From an optimization exercise on the open Yosys and OpenROAD flow, aimed at small area, a short achievable clock period and few clock cycles per item; shortcuts taken in it are not production practice.
RTL that was checked went through simulation tests only; none was proved equivalent to the original.
Function not checked in run 1: the RTL went through the layout flow alone.
Power figures rest on the tool's default switching activity, not on a simulated workload.

--- flow/design.v ---
module regBank (
    input  logic                    clk,
    input  logic                    rst,
    input  logic                    wrEn,
    input  logic [3:0]              wrIdx,
    input  logic [32-1:0] wrData,
    input  logic [4:0]              rs,
    input  logic                    rsKill,
    input  logic [4:0]              rt,
    input  logic                    rtKill,
    output logic [32-1:0] rdData1,
    output logic [32-1:0] rdData2
);
    logic [15:0][32-1:0] regs;
    logic [15:0]                   written;
    always_ff @(posedge clk or posedge rst) begin
        if (rst) begin
            written <= '0;
        end else if (wrEn) begin
            written[wrIdx] <= 1'b1;
        end
    end
    always_ff @(posedge clk) begin
        for (int i = 0; i < 16; i++) begin
            if (wrEn && (wrIdx == 4'(i))) begin
                regs[i] <= wrData;
            end
        end
    end
    function automatic logic [32-1:0] readPort(input logic [4:0] idx, input logic kill);
        logic [15:0]             hit;
        logic [32-1:0] acc;
        for (int i = 0; i < 16; i++) begin
            hit[i] = (idx == ((i == 0) ? 5'd16 : 5'(i))) && !kill;
        end
        acc = '0;
        for (int i = 0; i < 16; i++) begin
            acc = acc | ({32{hit[i] && written[i]}} & regs[i]);
        end
        acc = acc | {22'd0, {10{hit[0] && !written[0]}}};
        readPort = acc;
    endfunction
    assign rdData1 = readPort(rs, rsKill);
    assign rdData2 = readPort(rt, rtKill);
endmodule
module coreTop (
    input  logic                    clk,
    input  logic                    rst,
    input  logic                    instrValid,
    input  logic [31:0]             instr,
    output logic                    instrCredit,
    output logic                    resValid,
    output logic [4:0]              resDest,
    output logic [32-1:0] resData
);
    logic [5:0]  opcode;
    logic [4:0]  rd;
    logic [10:0] funct;
    assign opcode = instr[31:26];
    assign rd     = instr[25:21];
    assign funct  = instr[10:0];
    logic isReg, isAddi, isLui;
    logic dAdd, dSub, dAnd, dOr, dXor, dSlt;
    logic dArith, dKnown, rdLive;
    assign isReg  = (opcode == 6'h00);
    assign isAddi = (opcode == 6'h08);
    assign isLui  = (opcode == 6'h0f);
    assign dAdd   = isReg && (funct == 11'h020);
    assign dSub   = isReg && (funct == 11'h022);
    assign dAnd   = isReg && (funct == 11'h024);
    assign dOr    = isReg && (funct == 11'h025);
    assign dXor   = isReg && (funct == 11'h026);
    assign dSlt   = isReg && (funct == 11'h02a);
    assign dArith = dAdd || dSub || isAddi || isLui;    
    assign dKnown = dArith || dAnd || dOr || dXor || dSlt;
    assign rdLive = (rd != 5'd0);
    logic                    irValid;
    logic [4:0]              irDest;
    logic                    irArith, irSub, irAnd, irOr, irXor, irSlt;
    logic                    irLui, irImm;
    logic [4:0]              irRs;
    logic [15:0]             irImmVal;  
    always_ff @(posedge clk or posedge rst) begin
        if (rst) begin
            irValid     <= 1'b0;
            instrCredit <= 1'b0;
        end else begin
            irValid     <= instrValid;
            instrCredit <= instrValid;  
        end
    end
    always_ff @(posedge clk) begin
        irDest   <= dKnown ? rd : 5'd0;
        irArith  <= dArith && rdLive;
        irSub    <= dSub || dSlt;
        irAnd    <= dAnd && rdLive;
        irOr     <= dOr && rdLive;
        irXor    <= dXor && rdLive;
        irSlt    <= dSlt && rdLive;
        irLui    <= isLui;
        irImm    <= isLui || isAddi;
        irRs     <= instr[20:16];
        irImmVal <= instr[15:0];
    end
    logic                    exValid;
    logic [4:0]              exDest;
    logic [32-1:0] aluResult;
    logic [4:0]              irRt;
    logic [32-1:0] bankS, bankT;
    logic                    fwdS, fwdT;
    logic [32-1:0] nextA, nextB, immExt;
    assign irRt = irImmVal[15:11];
    assign fwdS = exValid && (exDest == irRs) && (irRs != 5'd0) && (irRs[4] == 1'b0 || irRs[3:0] == 4'd0);
    assign fwdT = exValid && (exDest == irRt) && (irRt != 5'd0) && (irRt[4] == 1'b0 || irRt[3:0] == 4'd0);
    regBank bank_i (
        .clk     (clk),
        .rst     (rst),
        .wrEn    (exValid && (exDest != 5'd0) && (exDest[4] == 1'b0 || exDest[3:0] == 4'd0)),
        .wrIdx   (exDest[3:0]),
        .wrData  (aluResult),
        .rs      (irRs),
        .rsKill  (fwdS || irLui),
        .rt      (irRt),
        .rtKill  (fwdT || irImm),
        .rdData1 (bankS),
        .rdData2 (bankT)
    );
    assign immExt = irLui ? {irImmVal, 16'h0000} : {{16{irImmVal[15]}}, irImmVal};
    assign nextA = bankS | ({32{fwdS && !irLui}} & aluResult);
    assign nextB = bankT | ({32{fwdT && !irImm}} & aluResult)
                         | ({32{irImm}} & immExt);
    logic                    exArith, exSub, exAnd, exOr, exXor, exSlt;
    logic [32-1:0] opA, opB;
    always_ff @(posedge clk or posedge rst) begin
        if (rst) begin
            exValid <= 1'b0;
        end else begin
            exValid <= irValid;
        end
    end
    always_ff @(posedge clk) begin
        exDest  <= irDest;
        exArith <= irArith;
        exSub   <= irSub;
        exAnd   <= irAnd;
        exOr    <= irOr;
        exXor   <= irXor;
        exSlt   <= irSlt;
        opA     <= nextA;
        opB     <= nextB;
    end
    logic [32:0]   sumC;
    logic [32-1:0] sum;
    logic                    less;
    assign sumC = {opA, 1'b1} + {opB ^ {32{exSub}}, exSub};
    assign sum  = sumC[32:1];
    assign less = (opA[31] != opB[31]) ? opA[31] : sum[31];
    assign aluResult = ({32{exArith}} & sum)
                     | ({32{exAnd}} & (opA & opB))
                     | ({32{exOr}}  & (opA | opB))
                     | ({32{exXor}} & (opA ^ opB))
                     | 32'(exSlt && less);
    logic wbValid;
    always_ff @(posedge clk or posedge rst) begin
        if (rst) begin
            wbValid <= 1'b0;
        end else begin
            wbValid <= exValid;
        end
    end
    always_ff @(posedge clk) begin
        resDest <= exDest;
        resData <= aluResult;
    end
    assign resValid = wbValid;
endmodule
--- flow/run.sh ---
#!/bin/bash
# synth_recipe.tcl (not shown) runs the flow's synth.tcl, then flattens the netlist and writes it again
# the make line also repeats each setting of config.mk as NAME=value (left out here)
make -C /OpenROAD-flow-scripts/flow DESIGN_CONFIG=/design/flow/config.mk WORK_HOME=/design/flow/orfs CLKGATE_MAP_FILE= SYNTH_SCRIPT=/design/flow/synth_recipe.tcl finish
--- flow/config.mk ---
export PLATFORM = sky130hd
export DESIGN_NAME = coreTop
export DESIGN_NICKNAME = coreTop
export VERILOG_FILES = /design/flow/design.v
export SDC_FILE = /design/flow/constraint.sdc
export NUM_CORES = 4
export LEC_CHECK = 0
export CAP_MARGIN = 20
export CORE_MARGIN = 2
export CORE_UTILIZATION = 40
export SLEW_MARGIN = 20
--- flow/constraint.sdc ---
create_clock -name core_clock -period 5.0 [get_ports {clk}]
set_input_delay 1.0000 -clock core_clock [delete_from_list [all_inputs] [get_ports {clk}]]
set_output_delay 1.0000 -clock core_clock [all_outputs]
set_load 0.01 [all_outputs]
==> impl_metrics.yaml, run 1 <==
global_route:
  first_global_vias: 23380
  overflow: 0
  grt_pass1_wl_um: 171700
  grt_start_max_net_pins: 33
  antenna_found_initial: 4
  grt_usage_pct: 31.17
die:
  rows: 100
  ios: 74
  die_height_um: 278.2
  die_area_um2: 77410
  die_w_um: 278.2
  core_um2: 74450
  start_util_pct: 40.41
synthesis:
  synth_top_area_share_pct: 51.11
  synthFlopType: "edfxtp_1"
  syn_nets: 2463
  synth_cells: 2328
  yosys_warnings: 2
  ys_types: 78
  ys_async_sr_fraction_pct: 2.806
  synth-edff-count: 512
  synth_area_per_cell_um2: 12.92
  ys_seq_elements: 677
  ys_seq_area_share_pct: 62.41
  syn_area_um2: 30080
  yosys.area.top_type: "edfxtp_1"
  synth.area.top_cells: "edfxtp_1, dfxtp_1, a22oi_1"
finish:
  num_antenna_cells: 0
  final_nets: 2524
  finalInstanceArea_um2: 34680
  final_cells: 3418
  post-route-util_pct: 46.58
  area_delta_synth_final_pct: 15.28
  drive_gt1_share_pct: 11.15
critical_path:
  criticalPathCategory: "reg -> reg"
  r2r-end: "bank_i.regs[380]"
  critPathMaxFanout: 22
  cpMostUsedCell: "a21oi_1"
  cp-startpoint: "exSub"
  path_cells: "xor2_1 -> ha_1 -> nand3_1 -> o221ai_1 -> a211oi_2 -> o31ai_1 -> a21oi_1 -> a21oi_1 -> xnor2_1 -> o21bai_1"
  reg2reg_depth: 10
  setup.worst_path.end: "bank_i.regs[380]"
  crit_arrival_ns: 4.85
  timing.rr.start: "exSub"
  end_kind: "register"
  slowest_delay_ns: 0.86
  worstPathRequired_ns: 5.29
  slowest_stage: "o21bai_1"
  start_kind: "register"
  r2r_setup_slack_ns: 0.44
drt:
  drtIter0Drc: 4686
  ant_nets: 0
  vias_per_cell: 6.998
  wl_per_cell_um: 35.85
  first_pass_iters: 13
  drcViolationCount: 0
  vias: 23919
  drt_wl_total_um: 122600
clocking:
  cts_tree: "built"
  clock_sinks: 677
  clkSlewWorstSetupHoldPaths_ns: 0.06
  numCtsBuffers: 72
  post-cts-setup-buffers: 0
  clk_latency_ns: 0.64
  cts_resized: 0
  holdBufCountCts: 0
  ctsHtreeMaxLevel: 3
  clk_path_buf_depth: 3
  root_buffer: "clkbuf_16"
power:
  pwr_density_cell_nw_per_um2: 346.1
  leakage_nw: 12.68
  power_mw: 12.00
  peakVddDrop_mv: 0.2655
sta:
  maxSlewViolCount: 0
  finalSetupViolations: 0
  tightest_slew_ns: 1.197
  period_share_pct: 91.21
  max_freq_mhz: 219.3
  relSlewSlack_pct: 20.03
  min_period_ns: 4.560
  finClkSkew_ns: 0.03202
  rsz0062_at_grt: "no"
  setup_tns_ns: 0
  hold_viol: 0
min_path:
  hold_path_class: "reg -> reg"
placement:
  gp_congestion: 0.9631
  placed_cells_incl_taps: 3284
  numPortBuffers: 73
  dp_hpwl_um: 72550
  dpl_cell_area_um2: 32120
job:
  cap_violations: 0
run_status:
  status: "timing/DRC/antenna clean"
==> worst min-delay path by stage <==
stage          startpoint         to  slack (ns)  depth (start not counted)
6_report        irDest[2]  exDest[2]        0.33                          0
5_1_grt         irDest[2]  exDest[2]        0.33                          0
4_1_cts         irDest[3]  exDest[3]        0.33                          0
3_5_place_dp      irArith    exArith        0.31                          0
3_3_place_gp    irDest[2]  exDest[2]        0.31                          0
2_1_floorplan       irAnd      exAnd        0.31                          0
==> Yosys cell counts (6+ instances only) <==
| cell | instances |
|---|---|
| xor2_1 | 48 |
| nand2b_1 | 16 |
| a211o_1 | 8 |
| ha_1 | 100 |
| a21o_1 | 32 |
| and2_1 | 31 |
| nand3_1 | 54 |
| a221oi_1 | 88 |
| o21ai_0 | 62 |
| o21ai_1 | 22 |
| a22o_1 | 63 |
| a31oi_1 | 8 |
| a222oi_1 | 114 |
| nand4_1 | 47 |
| o2111ai_1 | 16 |
| dfxtp_1 | 146 |
| a22oi_1 | 221 |
| xnor2_1 | 21 |
| nor2b_1 | 9 |
| edfxtp_1 | 512 |
| and3_1 | 32 |
| and4_1 | 20 |
| nand2_1 | 127 |
| buf_2 | 63 |
| dfrtp_1 | 19 |
| nor3_1 | 18 |
| nor2_1 | 84 |
| buf_1 | 12 |
| nor4_1 | 6 |
| clkbuf_1 | 82 |
| a21oi_1 | 43 |
| inv_1 | 96 |
| o21bai_1 | 12 |
| or2_2 | 6 |
==> per-stage QoR <==
stage / setup slack, ns / hold slack [ns]
3_5_place_dp: 0.5276 / 0.3150
3_3_place_gp: 0.6913 / 0.3123
6_report: 0.4397 / 0.3259
2_1_floorplan: 0.7596 / 0.3096
4_1_cts: 0.5264 / 0.3274
5_1_grt: 0.1178 / 0.3349
==> area by class of cell <==
| class | count | area [um^2] |
|---|---|---|
| clock buffers | 98 | 2090 |
| clock inverters | 36 | 444.2 |
| fillers | 6463 | 39770 |
| inverters | 96 | 360.3 |
| multi-input cells | 1391 | 10350 |
| flip-flops and latches | 677 | 18780 |
| well taps | 969 | 1212 |
| repair buffers | 151 | 1441 |
==> report_power, final <==
part	leakage [nW]	internal (mW)	switching, mW
clock	1.25	3.38	2.32
sequential	6.53	6.00	0.0747
combinational	4.90	0.0880	0.144
total	12.7	9.46	2.54
==> state kept, by name, summed over array words and instances (netlist names), 5 cells and up <==
register,cells
irRs,5
bank_i.regs,512
opB,32
irImmVal,16
irDest,5
bank_i.written,16
opA,32
exDest,5
resDest,5
resData,32
==> placed cells by master (no fill, tap or decap), types with 19 or more instances in the layout <==
| cell type | instances |
|---|---|
| a221oi_1 | 88 |
| nor2_1 | 80 |
| o21ai_1 | 23 |
| a22oi_1 | 221 |
| buf_4 | 68 |
| inv_1 | 96 |
| ha_1 | 100 |
| dfrtp_1 | 19 |
| nand3_1 | 54 |
| xor2_1 | 48 |
| xnor2_1 | 21 |
| a21o_1 | 32 |
| dfxtp_1 | 144 |
| clkdlybuf4s50_1 | 73 |
| a222oi_1 | 114 |
| nand4_1 | 47 |
| nand2_1 | 127 |
| and3_1 | 20 |
| o21ai_0 | 60 |
| clkbuf_16 | 77 |
| a22o_1 | 63 |
| a21oi_1 | 43 |
| edfxtp_1 | 512 |
==> cell families after synthesis <==
family          share of synthesized area, %
compound gates                         19.35
flops                                  62.41
simple gates                           8.278
buf+inv                                3.656
fa+ha+maj                              4.160
xor+xnor                               2.009
mux                                   0.1414
==> routing by layer <==
layer,global-route usage [%],share of wire (%),vias to the layer above,wire length (um)
li1,-,-,9495,-
met1,39.49,36,11665,43560
met2,46.72,43,2131,52300
met3,8.924,14,624,17090
met4,20.22,7.8,4,9582
met5,0,0.018,-,22
==> worst max-delay path, delay by kind of cell, from the launching register on <==
kind	cells	cell delay [ns]
compound gates	6	2.56
xor+xnor	2	0.35
flops	1	0.76
simple gates	1	0.11
fa+ha+maj	1	0.40
==> inputs of run 2 (changes only) <==
--- a/flow/design.v
+++ b/flow/design.v
@@ -104,31 +104,40 @@
     end
     logic                    exValid;
     logic [4:0]              exDest;
+    logic                    wbValid, wbWrite;
     logic [32-1:0] aluResult;
     logic [4:0]              irRt;
     logic [32-1:0] bankS, bankT;
     logic                    fwdS, fwdT;
     logic [32-1:0] nextA, nextB, immExt;
     assign irRt = irImmVal[15:11];
-    assign fwdS = exValid && (exDest == irRs) && (irRs != 5'd0) && (irRs[4] == 1'b0 || irRs[3:0] == 4'd0);
-    assign fwdT = exValid && (exDest == irRt) && (irRt != 5'd0) && (irRt[4] == 1'b0 || irRt[3:0] == 4'd0);
+    logic liveS, liveT, wbFwdS, wbFwdT;
+    assign liveS  = (irRs != 5'd0) && (irRs[4] == 1'b0 || irRs[3:0] == 4'd0);
+    assign liveT  = (irRt != 5'd0) && (irRt[4] == 1'b0 || irRt[3:0] == 4'd0);
+    assign fwdS   = liveS && exValid && (exDest == irRs);
+    assign fwdT   = liveT && exValid && (exDest == irRt);
+    assign wbFwdS = liveS && wbValid && (resDest == irRs) && !fwdS;
+    assign wbFwdT = liveT && wbValid && (resDest == irRt) && !fwdT;
     regBank bank_i (
         .clk     (clk),
         .rst     (rst),
-        .wrEn    (exValid && (exDest != 5'd0) && (exDest[4] == 1'b0 || exDest[3:0] == 4'd0)),
-        .wrIdx   (exDest[3:0]),
-        .wrData  (aluResult),
+        .wrEn    (wbWrite),
+        .wrIdx   (resDest[3:0]),
+        .wrData  (resData),
         .rs      (irRs),
-        .rsKill  (fwdS || irLui),
+        .rsKill  (fwdS || wbFwdS || irLui),
         .rt      (irRt),
-        .rtKill  (fwdT || irImm),
+        .rtKill  (fwdT || wbFwdT || irImm),
         .rdData1 (bankS),
         .rdData2 (bankT)
     );
     assign immExt = irLui ? {irImmVal, 16'h0000} : {{16{irImmVal[15]}}, irImmVal};
-    assign nextA = bankS | ({32{fwdS && !irLui}} & aluResult);
-    assign nextB = bankT | ({32{fwdT && !irImm}} & aluResult)
-                         | ({32{irImm}} & immExt);
+    assign nextA = bankS | ({32{fwdS && !irLui}} & aluResult)
+                         | ({32{wbFwdS && !irLui}} & resData);
+    assign nextB = (bankT | ({32{fwdT && !irImm}} & aluResult)
+                          | ({32{wbFwdT && !irImm}} & resData)
+                          | ({32{irImm}} & immExt))
+                 ^ {32{irSub}};
     logic                    exArith, exSub, exAnd, exOr, exXor, exSlt;
     logic [32-1:0] opA, opB;
     always_ff @(posedge clk or posedge rst) begin
@@ -152,15 +161,14 @@
     logic [32:0]   sumC;
     logic [32-1:0] sum;
     logic                    less;
-    assign sumC = {opA, 1'b1} + {opB ^ {32{exSub}}, exSub};
+    assign sumC = {opA, 1'b1} + {opB, exSub};
     assign sum  = sumC[32:1];
-    assign less = (opA[31] != opB[31]) ? opA[31] : sum[31];
+    assign less = (opA[31] == opB[31]) ? opA[31] : sum[31];
     assign aluResult = ({32{exArith}} & sum)
                      | ({32{exAnd}} & (opA & opB))
                      | ({32{exOr}}  & (opA | opB))
                      | ({32{exXor}} & (opA ^ opB))
                      | 32'(exSlt && less);
-    logic wbValid;
     always_ff @(posedge clk or posedge rst) begin
         if (rst) begin
             wbValid <= 1'b0;
@@ -173,4 +181,5 @@
         resData <= aluResult;
     end
     assign resValid = wbValid;
+    assign wbWrite  = wbValid && (resDest != 5'd0) && (resDest[4] == 1'b0 || resDest[3:0] == 4'd0);
 endmodule
--- a/flow/config.mk
+++ b/flow/config.mk
@@ -8,4 +8,6 @@
 export CAP_MARGIN = 20
 export CORE_MARGIN = 2
 export CORE_UTILIZATION = 40
+export SETUP_SLACK_MARGIN = 2.5
 export SLEW_MARGIN = 20
+export TNS_END_PERCENT = 20
==> run 2 against run 1 <==
Global-route usage grew 4.3 points. Clock power is 3.9% lower. Sequential share of layout area down 7.5 points. Area after synthesis is 1.9% higher. Worst hold slack worse by 0.011 ns. Cell area is 17% higher. Clock-buffer cell count decreased by 2. Register-to-register slack better by 1.1 ns. Critical endpoint is now opB[0]. Largest power group unchanged. Highest routed layer unchanged.
==> impl_metrics.yaml, run 2 <==
placement:
  dpl_cell_area_um2: 33060
  numPortBuffers: 73
  dp_hpwl_um: 78560
  gp_congestion: 0.9479
critical_path:
  criticalPathCategory: "reg -> reg"
  crit_arrival_ns: 3.95
  start_kind: "register"
  crit_buf_inv: 6
  path_cells: "nor4_4 -> ha_1 -> nor2b_1 -> nand4_1 -> o21bai_4 -> buf_12 -> buf_12 -> buf_6 -> or3_4 -> buf_6 -> nor4_4 -> buf_6 -> buf_12 -> a222oi_1 -> nand4_1 -> a21oi_1 -> xnor2_1"
  critPathMaxFanout: 8
  end_kind: "register"
  slowest_stage: "a222oi_1"
  cp_top_family: "simple AND/OR/NAND/NOR gates"
  worstPathRequired_ns: 5.52
  slowest_delay_ns: 0.47
drt:
  drt_wl_total_um: 145900
  vias: 27566
  ant_nets: 0
  first_pass_iters: 12
  wl_per_cell_um: 37.44
  vias_per_cell: 7.075
  drcViolationCount: 0
  drtIter0Drc: 6056
synthesis:
  syn_area_um2: 30650
  yosys.area.top_type: "edfxtp_1"
  synth_common_cells: "edfxtp_1, a22oi_1, nand2_1"
  synth_cells: 2444
  ys_seq_area_share_pct: 61.26
  synth-edff-count: 512
  syn_nets: 2551
  synth_top_area_share_pct: 50.17
  ys_seq_elements: 677
  yosys_warnings: 2
  ys_async_sr_fraction_pct: 2.806
  synth_area_per_cell_um2: 12.54
  ys_types: 83
  synth.area.top_cells: "edfxtp_1, dfxtp_1, a222oi_1"
  synthFlopType: "edfxtp_1"
  synth.most_common_cell: "edfxtp_1"
finish:
  finalInstanceArea_um2: 40540
  regMostFlops: "bank_i.regs"
  final_nets: 2909
  layout_commonest_cell: "edfxtp_1"
  final_cell_mix: "edfxtp_1, buf_4, nand2_1"
  post-route-util_pct: 53.38
  area_delta_synth_final_pct: 32.29
  nFillCells: 6213
  drive_gt1_share_pct: 28.01
  largest_reg_flops: 512
power:
  pwr_density_cell_nw_per_um2: 294.3
  power_mw: 11.93
  peakVddDrop_mv: 0.2877
  leakage_nw: 15.59
min_path:
  hold_path_class: "reg -> reg"
die:
  ios: 74
  rows: 101
  die_height_um: 280.8
  die_w_um: 280.8
  core_um2: 75950
  die_area_um2: 78850
  start_util_pct: 40.35
sta:
  maxSlewViolCount: 0
  finClkSkew_ns: 0.04748
  relSlewSlack_pct: 25.16
  finalSetupViolations: 0
  setup_tns_ns: 0
  rsz0062_at_grt: "yes"
  tightest_slew_ns: 1.120
  max_freq_mhz: 292.0
  hold_ws_ns: 0.3146
  period_share_pct: 68.48
  min_period_ns: 3.424
  hold_viol: 0
clocking:
  numCtsBuffers: 72
  clkSlewWorstSetupHoldPaths_ns: 0.06
  root_buffer: "clkbuf_16"
  clock_sinks: 677
  ctsHtreeMaxLevel: 3
  clk_latency_ns: 0.67
  cts_tree: "built"
  clk_path_buf_depth: 3
  holdBufCountCts: 0
global_route:
  grt_usage_pct: 35.51
  first_global_vias: 26427
  top_usage_layer: "met2"
  grt_use_met2_pct: 51.29
  use_met3_pct: 13.97
  overflow: 0
  grt_pass1_wl_um: 196300
  antenna_found_initial: 8
  grt_start_max_net_pins: 34
  grtUsageMet1_pct: 42.75
run_status:
  status: "timing/DRC/antenna clean"
job:
  cap_violations: 0
==> run 2: cell count changes after synthesis, moves of 26 or more <==
| cell | previous run | this run |
|---|---|---|
| nand2_1 | 127 | 191 |
| a222oi_1 | 114 | 152 |
| a21oi_1 | 43 | 75 |
| a22o_1 | 63 | 33 |
| ha_1 | 100 | 71 |
| nand3_1 | 54 | 82 |
| a22oi_1 | 221 | 195 |
==> run 2: logic make-up (layout without fill, tap and decap cells) <==
kind of cell	Yosys count	in the layout	synth area share, %
AO/OA/AOI/OAI	783	783	20.25
XOR/XNOR	76	76	2.172
adder cells (fa/ha/maj)	72	72	2.964
buffers and inverters	266	676	3.683
flip-flops	677	677	61.26
multiplexers	4	4	0.1715
other	0	6	0
AND/OR/NAND/NOR	566	572	9.500
==> run 2: path summary, 6_finish.rpt <==
check | to | slack [ns] | from | cells after the start
setup / recovery | opB[0] | 1.58 | irImmVal[13] | 17
hold / removal | exOr | 0.31 | irOr | 0
setup reg to reg | opB[0] | 1.58 | irImmVal[13] | 17
hold reg to reg | exOr | 0.31 | irOr | 0
max in group asynchronous | bank_i.written[8] | 3.74 | rst | 2
min in group asynchronous | wbValid | 0.76 | rst | 2
==> run 2: routing by layer <==
layer  share of wire, %  wire, um
met5              0.032        46
met4                9.7     14150
met3                 16     22810
met2                 41     59340
met1                 34     49520
==> run 2: per-stage QoR <==
stage | setup slack [ns] | cells
6_report | 1.576 | 3896
5_1_grt | 1.521 | 3892
4_1_cts | 1.797 | 3800
3_5_place_dp | 0.6404 | 3478
3_3_place_gp | 0.6590 | 3477
2_1_floorplan | 1.823 | 2444
==> run 2: what timing repair did <==
item	in CTS	in global routing
endpoints found under the hold margin	0	0
pin swaps	194	131
setup endpoints to repair	656	516
setup buffers	165	84
cloned	25	6
resized for setup	324	218
==> run 2: cell type report <==
cell class	instances	area (um^2)	share of cell area [%]
clock inverters	36	365.4	0.9012
repair buffers	448	5315	13.11
flip-flops and latches	677	18930	46.69
diodes	6	15.01	0.03703
multi-input cells	1507	12230	30.17
clock buffers	96	2036	5.021
inverters	96	361.6	0.8919
well taps	1030	1289	3.179
==> run 2: worst register-to-register path: cells and delay by family (launching register included) <==
kind / cells / cell delay, ns
xor+xnor: 1 / 0.09
fa+ha+maj: 1 / 0.28
buf+inv: 6 / 0.77
flops: 1 / 0.34
compound gates: 3 / 0.86
simple gates: 6 / 0.97
==> run 2: report_power, final <==
| group | leakage, nW | total, mW | switching (mW) | internal [mW] |
|---|---|---|---|---|
| clock | 1.18 | 5.48 | 2.37 | 3.11 |
| combinational | 7.81 | 0.388 | 0.233 | 0.155 |
| sequential | 6.61 | 6.06 | 0.0630 | 6.00 |
Testbench counts of run 2, summed over its fixed seeds: cycles 24,016, items 24,000.

-- re-timing with driven ports --
In the flow no input, the clock included, has a driving cell. The finished layouts below were timed again as built, in two steps. Step 1 (the two cells are an assumption about what drives the block):
set clk [get_ports {clk}]
set_driving_cell -lib_cell sky130_fd_sc_hd__clkbuf_16 $clk
set_driving_cell -lib_cell sky130_fd_sc_hd__buf_2 [delete_from_list [all_inputs] $clk]
Step 2 moves the port delays by t, midway between the first and last clock arrival at a register: inputs arrive t later, outputs are due t later. That takes back most of the time a late clock gives input paths. Three values: ideal, step 1, step 2; two values: the first two.
| run | t (ns) | slack for setup (ns) | worst data-port slew with drivers (ns) |
|---|---|---|---|
| run 1 | 0.687 | 0.440 / 0.440 / 0.440 | 0.05 |
| run 2 | 0.717 | 1.576 / 1.576 / 1.403 | 0.05 |
After both steps every run listed still meets setup and hold. The setup slack of run 2, which loses most, moves by 0.000 ns with the drivers and by -0.173 ns with both steps.
